From an optimization exercise on the open Yosys and OpenROAD flow, aimed at small area; shortcuts taken in it are not production practice. The RTL was checked by simulation tests, not by an equivalence proof against the original design. Power and IR drop assume default switching activity. The flow treats the clock pin as an ideal source, which a real chip does not have.

== v6 ==
==> flow/design.v <==
module parity_mem #(
   parameter int unsigned DATA_W    = 8,
   parameter int unsigned ADDR_W    = 16,
   parameter int unsigned DEPTH     = 256,
   parameter int unsigned READ_LAT  = 1,
   parameter int unsigned ERR_CNT_W = 8
) (
   input  logic                 clk,
   input  logic                 rst_n,
   input  logic                 write,
   input  logic                 read,
   input  logic                 inject_err,
   input  logic                 err_clr,
   input  logic [DATA_W-1:0]    data_in,
   input  logic [ADDR_W-1:0]    address,
   output logic [DATA_W:0]      data_out,
   output logic                 rd_valid,
   output logic                 par_err,
   output logic                 addr_err,
   output logic [ERR_CNT_W-1:0] err_cnt
);
   localparam int unsigned NROW = 256;
   localparam int unsigned W    = DATA_W + 1;    
   logic               in_range;
   logic [15:0]        hi_rd;      
   logic [15:0]        hi_wr_n;    
   logic [15:0]        lo;         
   logic [15:0]        lo_n;
   logic [NROW-1:0]    we_row;
   logic [NROW-1:0]    rsel;
   logic               any_wr_q;
   logic [NROW-1:0]    written_d;
   logic [NROW-1:0]    written_q;
   logic [W-1:0]       mem [NROW];
   logic [NROW-1:0]    col [W];
   logic [W-1:0]       word;
   logic [DATA_W-1:0]  dout_q;
   logic               err_q;
   logic               rd_valid_q;
   logic               addr_err_q;
   logic [ERR_CNT_W-1:0] err_cnt_q;
   assign in_range = ~|address[ADDR_W-1:8];
   always_comb begin
      for (int i = 0; i < 16; i++) begin
         hi_rd[i]   = any_wr_q & in_range & (address[7:4] == 4'(i));
         hi_wr_n[i] = ~(write & in_range & (address[7:4] == 4'(i)));
         lo[i]      = (address[3:0] == 4'(i));
         lo_n[i]    = ~lo[i];
      end
   end
   for (genvar r = 0; r < NROW; r++) begin : g_row
      pm_nor2 u_we   (.a(hi_wr_n[r/16]), .b(lo_n[r%16]), .y(we_row[r]));
      pm_a21o u_wf   (.a1(written_q[r]), .a2(any_wr_q), .b1(we_row[r]), .y(written_d[r]));
      pm_and3 u_rsel (.a(hi_rd[r/16]), .b(lo[r%16]), .c(written_q[r]), .y(rsel[r]));
      always_ff @(posedge clk) begin
         if (we_row[r]) mem[r] <= {inject_err, data_in};
      end
      always_ff @(posedge clk) begin
         written_q[r] <= written_d[r];
      end
      for (genvar b = 0; b < W; b++) begin : g_bit
         assign col[b][r] = mem[r][b];
      end
   end
   for (genvar b = 0; b < W; b++) begin : g_col
      pm_sel256 u_sel (.sel(rsel), .d(col[b]), .y(word[b]));
   end
   always_ff @(posedge clk or negedge rst_n) begin
      if (!rst_n)     any_wr_q <= 1'b0;
      else if (write & in_range) any_wr_q <= 1'b1;
   end
   always_ff @(posedge clk) begin
      dout_q <= word[DATA_W-1:0];
      err_q  <= word[DATA_W];
   end
   always_ff @(posedge clk or negedge rst_n) begin
      if (!rst_n) begin
         rd_valid_q <= 1'b0;
         addr_err_q <= 1'b0;
      end else begin
         rd_valid_q <= read & ~write;
         addr_err_q <= (read | write) & ~in_range;
      end
   end
   assign par_err = rd_valid_q & err_q;
   always_ff @(posedge clk or negedge rst_n) begin
      if (!rst_n) begin
         err_cnt_q <= '0;
      end else if (err_clr) begin
         err_cnt_q <= ERR_CNT_W'(par_err);
      end else if (par_err && (err_cnt_q != '1)) begin
         err_cnt_q <= err_cnt_q + 1'b1;
      end
   end
   assign data_out = {(^dout_q) ^ err_q, dout_q};
   assign rd_valid = rd_valid_q;
   assign addr_err = addr_err_q;
   assign err_cnt  = err_cnt_q;
endmodule
module pm_sel256 (
   input  logic [255:0] sel,
   input  logic [255:0] d,
   output logic         y
);
   logic [85:0] l1;
   logic [21:0] l2;
   logic [10:0] l3;
   logic [2:0]  l4;
   for (genvar i = 0; i < 85; i++) begin : g_l1
      pm_aoi222 u (.a1(sel[3*i]),   .a2(d[3*i]),
                   .b1(sel[3*i+1]), .b2(d[3*i+1]),
                   .c1(sel[3*i+2]), .c2(d[3*i+2]), .y(l1[i]));
   end
   pm_nand2 u_l1 (.a(sel[255]), .b(d[255]), .y(l1[85]));
   for (genvar i = 0; i < 21; i++) begin : g_l2
      pm_nand4 u (.a(l1[4*i]), .b(l1[4*i+1]), .c(l1[4*i+2]), .d(l1[4*i+3]), .y(l2[i]));
   end
   pm_nand2 u_l2 (.a(l1[84]), .b(l1[85]), .y(l2[21]));
   for (genvar i = 0; i < 11; i++) begin : g_l3
      pm_nor2 u (.a(l2[2*i]), .b(l2[2*i+1]), .y(l3[i]));
   end
   pm_nand4 u_l4a (.a(l3[0]), .b(l3[1]), .c(l3[2]),  .d(l3[3]), .y(l4[0]));
   pm_nand4 u_l4b (.a(l3[4]), .b(l3[5]), .c(l3[6]),  .d(l3[7]), .y(l4[1]));
   pm_nand3 u_l4c (.a(l3[8]), .b(l3[9]), .c(l3[10]), .y(l4[2]));
   pm_or3   u_l5  (.a(l4[0]), .b(l4[1]), .c(l4[2]), .y(y));
endmodule
module pm_aoi222 (input logic a1, a2, b1, b2, c1, c2, output logic y);
   assign y = ~((a1 & a2) | (b1 & b2) | (c1 & c2));
endmodule
module pm_nand4 (input logic a, b, c, d, output logic y);
   assign y = ~(a & b & c & d);
endmodule
module pm_nand2 (input logic a, b, output logic y);
   assign y = ~(a & b);
endmodule
module pm_nand3 (input logic a, b, c, output logic y);
   assign y = ~(a & b & c);
endmodule
module pm_or3 (input logic a, b, c, output logic y);
   assign y = a | b | c;
endmodule
module pm_nor2 (input logic a, b, output logic y);
   assign y = ~(a | b);
endmodule
module pm_or2 (input logic a, b, output logic y);
   assign y = a | b;
endmodule
module pm_a21o (input logic a1, a2, b1, output logic y);
   assign y = (a1 & a2) | b1;
endmodule
module pm_and3 (input logic a, b, c, output logic y);
   assign y = a & b & c;
endmodule
Settings: LEC_CHECK=0, CAP_MARGIN=20, CORE_MARGIN=2, CORE_UTILIZATION=45, CTS_CLUSTER_DIAMETER=100, CTS_CLUSTER_SIZE=30, PLACE_DENSITY=0.6, SLEW_MARGIN=20, SYNTH_HIERARCHICAL=1; clock period 8.0 ns.
standard.sh (not shown) runs the stock make flow with config.mk's settings and CLKGATE_MAP_FILE= SYNTH_SCRIPT=/design/flow/synth_recipe.tcl, a recipe that flattens the netlist after the stock synthesis.
==> flow/flow/run.sh <==
#!/bin/bash
set -o pipefail
export CTS_ARGS="-sink_clustering_enable -repair_clock_nets -sink_clustering_size 28 -sink_clustering_max_diameter 100 -dont_use_dummy_load"
export BUFFER_PORTS_ARGS="-buffer_cell sky130_fd_sc_hd__buf_1"
bash standard.sh > standard.log 2>&1
#### Input delta (v7 over v6)
==> flow/run.sh (new file) <==
#!/bin/bash
# synth_recipe.tcl (not shown) runs the flow's synth.tcl, then flattens the netlist and writes it again
# the make line also repeats each setting of config.mk as NAME=value (left out here)
make -C /OpenROAD-flow-scripts/flow DESIGN_CONFIG=/design/flow/config.mk WORK_HOME=/design/flow/orfs CLKGATE_MAP_FILE= SYNTH_SCRIPT=/design/flow/synth_recipe.tcl finish
removed: flow/flow/run.sh
removed: flow/standard.sh
Findings:
- Comparing number of buffers outside the clock class in the layout for v7 and v6, the smaller number came from v7.
- Power density relative to cell area (v7 vs. v6) increases slightly
- Sort v7 and v6 by biggest fanout along the worst timing path, ascending, and v6 comes first.
- v7 ends up with higher clock buffer instance count of the final layout than v6 does.
- Routed wirelength normalized by instance count shrinks slightly when moving from v6 to v7.
- For the routed wire length, v7 came in 0.32% lower than v6 did.
- v7 ended up with clkdlybuf4s50_1 as its worst-path cell with the longest stage delay; v6 ended up with a222oi_1.

==> re-timing with driven ports <==
No port has a modelled driver above. Below, the same layouts with a new extraction and two added sets of constraints.
Step 1 assumes that a clkbuf_16 drives the clock port and a buf_2 every other input.
Step 2 moves the port delays by t, midway between the first and last clock arrival at a register: inputs arrive t later, outputs are due t later. That takes back most of the time a late clock gives input paths.
Three values: ideal ports, drivers, drivers and shift; two values: the first two.
| run | t, ns | slack for setup (ns) | worst hold slack (ns) | worst data-port slew with drivers (ns) |
|---|---|---|---|---|
| v6 | 0.831 | 2.730 / 2.790 / 1.960 | 0.456 / 0.456 / 0.456 | 0.21 |
| v7 | 0.861 | 2.560 / 2.624 / 1.763 | 0.458 / 0.458 / 0.458 | 0.10 |
After both steps setup and hold are still met in every run listed. The setup slack of v7, which loses most, moves by +0.064 ns with the drivers and by -0.797 ns with both steps.
